What follows belongs to an exercise in optimizing a design on an open flow for small area, a short achievable clock period and few clock cycles; a production flow would make more cautious choices.
In this exercise RTL edits were held to simulation tests only and were not proved equivalent to the original.

Setup of v39:
Design invoice_amount_parser, start of the top module:
module invoice_amount_parser #(
	parameter int MAX_DIGITS = MAX_DIGITS_DEF
) (
	input  logic               clk,
	input  logic               arst_n,
	input  logic               in_valid,
	output logic               in_stall,
	input  logic [CHAR_W-1:0]  character,
	input  logic               last_char,
	output logic               out_valid,
	input  logic               out_stall,
	output logic [1:0]         status,
	output logic [SAT_W-1:0]   satoshis,
	output logic [FLASH_W-1:0] flash_count
);
clock: 9.0 ns
lec_check: 0
cap_margin: 20
core_margin: 2
core_utilization: 60
cts_buf_list: sky130_fd_sc_hd__clkbuf_4 sky130_fd_sc_hd__clkbuf_8
gpl_routability_driven: 0
slew_margin: 20
standard.sh (not shown) runs the stock make flow with config.mk's settings and CLKGATE_MAP_FILE= SYNTH_SCRIPT=/design/flow/synth_recipe.tcl, a recipe that flattens the netlist after the stock synthesis.
==> flow/flow/run.sh <==
#!/bin/bash
set -euo pipefail
M=5.6
bash standard.sh "SETUP_SLACK_MARGIN=$M" \
  "BUFFER_PORTS_ARGS=-buffer_cell sky130_fd_sc_hd__buf_1" \
  "CTS_ARGS=-sink_clustering_enable -repair_clock_nets -dont_use_dummy_load -buf_list {sky130_fd_sc_hd__clkbuf_4 sky130_fd_sc_hd__clkbuf_8}" \
  finish > make_finish.log 2>&1
v39: done, clean on timing, DRC and antenna
Testbench counts of v39, summed over its fixed seeds: cycles 33,131.
The inputs of v40 differ from those of v39 as listed below.
- GPL_ROUTABILITY_DRIVEN no longer set, was 0
- ABC_AREA now 1, previously not set
-- flow/flow/run.sh --
<<< v39, line 3
M=5.6
>>> v40, line 3
M=5.9
[summary]
v40 reached the end of the flow, and the finished layout is clean on the timing, DRC and antenna checks.
Looking at worst endpoint required time across v39 and v40, the one that comes out lower is v40.
When the final numbers for v39 and v40 were put side by side, the via count turned out to be smaller in v39.
For v48, these inputs were changed with respect to v40:
- changing SLEW_MARGIN from 20 to 10
- changing CAP_MARGIN from 20 to 10
- removing ABC_AREA (formerly 1)
-- flow/flow/run.sh --
<<< v40, line 3
M=5.9
>>> v48, line 3
M=5.6
==> summary.txt <==
Looking at fraction of the cycle the final worst path needs, v48 sits 3.3 points higher than v40 does. Going from v40 to v48, final cell count saw a decrease; worst hold slack saw an increase. Compared to v40, v48 has total number of vias about 18% lower. Re critical path depth: v40 was lower than v48. Max-slew headroom at the worst pin came out lower on v48 than on v40.
Edits applied to the flow inputs when going from v48 to v50:
- ABC_AREA: unset -> 1
- CAP_MARGIN: 10 -> 20
- SLEW_MARGIN: 10 -> 20
-- flow/flow/run.sh --
<<< v48, line 3
M=5.6
>>> v50, line 3
M=6.1
Findings:
- No run among v48 and v50 stopped early or left any final violation; all are clean.
- In the reports for v48 and v50, the larger fraction of the mapped netlist area in compound gates belongs to v48.
- Share of cells above drive strength 1 was higher in v50 than in v48.
- Going from v48 to v50, the overall die width was found to have gone up by 5.9 um.
- Summary — effective utilization at floorplan, v50 relative to v48: higher, by 0.36 points.
- Sort v48 and v50 by placeable core area asc -> top: v48
- On final period utilization, the higher figure sits with v48, not v50.
- Higher sequential share of layout area was reported by v48, not v50.
- Clock skew is higher on v50

* * *

Setup of run A:
invoice_amount_parser again, from the RTL that the note above started with.
clock: 9.0 ns
lec_check: 0
abc_area: 1
cap_margin: 20
core_margin: 2
core_utilization: 60
cts_buf_list: sky130_fd_sc_hd__clkbuf_4 sky130_fd_sc_hd__clkbuf_8
slew_margin: 20
==> flow/flow/run.sh <==
#!/bin/bash
set -euo pipefail
M=6.1
bash standard.sh "SETUP_SLACK_MARGIN=$M" \
  "BUFFER_PORTS_ARGS=-buffer_cell sky130_fd_sc_hd__buf_2" \
  "CTS_ARGS=-sink_clustering_enable -repair_clock_nets -dont_use_dummy_load -buf_list {sky130_fd_sc_hd__clkbuf_4 sky130_fd_sc_hd__clkbuf_8}" \
  finish > make_finish.log 2>&1
Testbench counts of run A, summed over its fixed seeds: cycles 33,131.
The following lists how run B was set up differently from run A:
Settings: ABC_AREA no longer set, was 1.
==> flow/flow/run.sh <==
#!/bin/bash
set -euo pipefail
M=5.7
bash standard.sh "SETUP_SLACK_MARGIN=$M" \
  "BUFFER_PORTS_ARGS=-buffer_cell sky130_fd_sc_hd__buf_1" \
  "CTS_ARGS=-sink_clustering_enable -repair_clock_nets -dont_use_dummy_load -buf_list {sky130_fd_sc_hd__clkbuf_4 sky130_fd_sc_hd__clkbuf_8}" \
  finish > make_finish.log 2>&1
Notes after the runs:
From run A to run B the numbers moved as follows: number of buffers outside the clock class in the layout lost 7, slack of the critical path moved down, fraction of final layout cells with drive strength greater than 1 has decreased, final area lower, number of global-route vias before repair decreased 14%.
The core of run B is less densely filled than that of run A.
Diff run B and run A: full die area lower in run B
On fill cell instance count of the final layout, the lower figure sits with run B, not run A.
After synthesis and placement, the instance count of run B is below that of run A.
The number of signal-net inverters in the final layout in run B was lower than what run A gave.
For wire length after detailed routing, dividing the value from run B by the value from run A gives 0.908.
[inputs] run C vs run B
Settings: putting PLACE_DENSITY at 0.7 where nothing was set.
--- a/flow/flow/run.sh
+++ b/flow/flow/run.sh
@@ -1,5 +1,5 @@
 #!/bin/bash
 set -euo pipefail
-M=5.7
+M=5.6
 bash standard.sh "SETUP_SLACK_MARGIN=$M" \
   "BUFFER_PORTS_ARGS=-buffer_cell sky130_fd_sc_hd__buf_1" \
Notes after the runs:
Run C has completed all stages; timing, DRC and antenna checks passed. Changes observed in run C relative to run B: final setup slack of the worst path +48 ps; number of non-clock buffers in the layout moved down; detailed route wirelength on metal3 barely changed.
[inputs] run D vs run C
Settings: swapping 60 for 66 in CORE_UTILIZATION; clearing PLACE_DENSITY, which used to be 0.7; putting ABC_AREA at 1 where nothing was set.
--- a/flow/flow/run.sh
+++ b/flow/flow/run.sh
@@ -1,5 +1,5 @@
 #!/bin/bash
 set -euo pipefail
-M=5.6
+M=6.1
 bash standard.sh "SETUP_SLACK_MARGIN=$M" \
   "BUFFER_PORTS_ARGS=-buffer_cell sky130_fd_sc_hd__buf_1" \
Findings:
Run D reached the final stage; the timing, DRC and antenna checks on its layout passed. Run D ends up with higher first-iteration DRC count than run C does. Destination of the critical timing path = acc_q[43]$_SDFFCE_PN0P_: run C; destination of the critical timing path = satoshis[0]: run D. Run C -> run D: clock sink count flat. Diff run C -> run D | sequential cell area share | decrease of 3.4 points. Going from run C to run D, the die area was enlarged. Final core utilization in run D is 6.2 points higher than in run C.
For run E, these inputs were changed with respect to run D:
Settings: CORE_UTILIZATION: 66 -> 60.
--- a/flow/flow/run.sh
+++ b/flow/flow/run.sh
@@ -1,5 +1,5 @@
 #!/bin/bash
 set -euo pipefail
-M=6.1
+M=6.0
 bash standard.sh "SETUP_SLACK_MARGIN=$M" \
   "BUFFER_PORTS_ARGS=-buffer_cell sky130_fd_sc_hd__buf_1" \
Findings:
Run E: all stages complete, timing, DRC and antenna checks passed
Run E: wire length of the first global-routing pass lower than run D
Between run E and run D, the part of the cycle the worst path needs does not differ in any meaningful way.
Number of global-route vias before repair, run E and run D, higher one = run D.
On logic depth of the worst setup path including buffers, run D tracks run E almost exactly.
Taking run D as the reference point, the layout-stage area growth over the synthesis result of run E falls by 0.72 points.
Comparing run E and run D, the higher non-clock buffer count was measured on run D.
On y dimension of the die: between run E and run D, it ends up lower for run D.
In run E the core area turned out 9.7% higher than in run D.
Run E ended up with a lower utilization of the core after routing than run D did.

==> re-timing with driven ports <==
The results above use ideal ports. As a check the final layouts listed here were re-extracted and re-timed, cells and wires unchanged.
Step 1 assumes that a clkbuf_16 drives the clock port and a buf_2 every other input.
Step 2 also shifts input and output timing later by t, the mid clock arrival at the registers, as if the neighbouring blocks saw the same clock.
Slacks: no drivers / after step 1 / after step 2; pairs: no drivers / after step 1.
run	t, ns	setup WS [ns]	hold slack, ns	pins driven straight from the clock port
v39	0.465	5.759 / 5.759 / 5.750	0.469 / 0.469 / 0.469	1
v40	0.484	6.055 / 6.017 / 5.892	0.433 / 0.433 / 0.433	1
v48	0.465	5.759 / 5.759 / 5.750	0.469 / 0.469 / 0.469	1
v50	0.476	6.133 / 6.095 / 5.922	0.443 / 0.443 / 0.443	1
run A	0.471	6.132 / 6.093 / 5.946	0.434 / 0.434 / 0.434	1
run B	0.466	5.688 / 5.688 / 5.688	0.465 / 0.465 / 0.465	1
run C	0.468	5.736 / 5.736 / 5.736	0.449 / 0.449 / 0.449	1
run D	0.473	6.084 / 6.049 / 5.924	0.439 / 0.439 / 0.439	1
run E	0.477	6.085 / 6.047 / 5.920	0.442 / 0.442 / 0.442	1
After both steps setup and hold are still met in every run listed. For v50, which loses most, drivers alone change the setup slack by -0.038 ns; drivers and shift together by -0.211 ns.
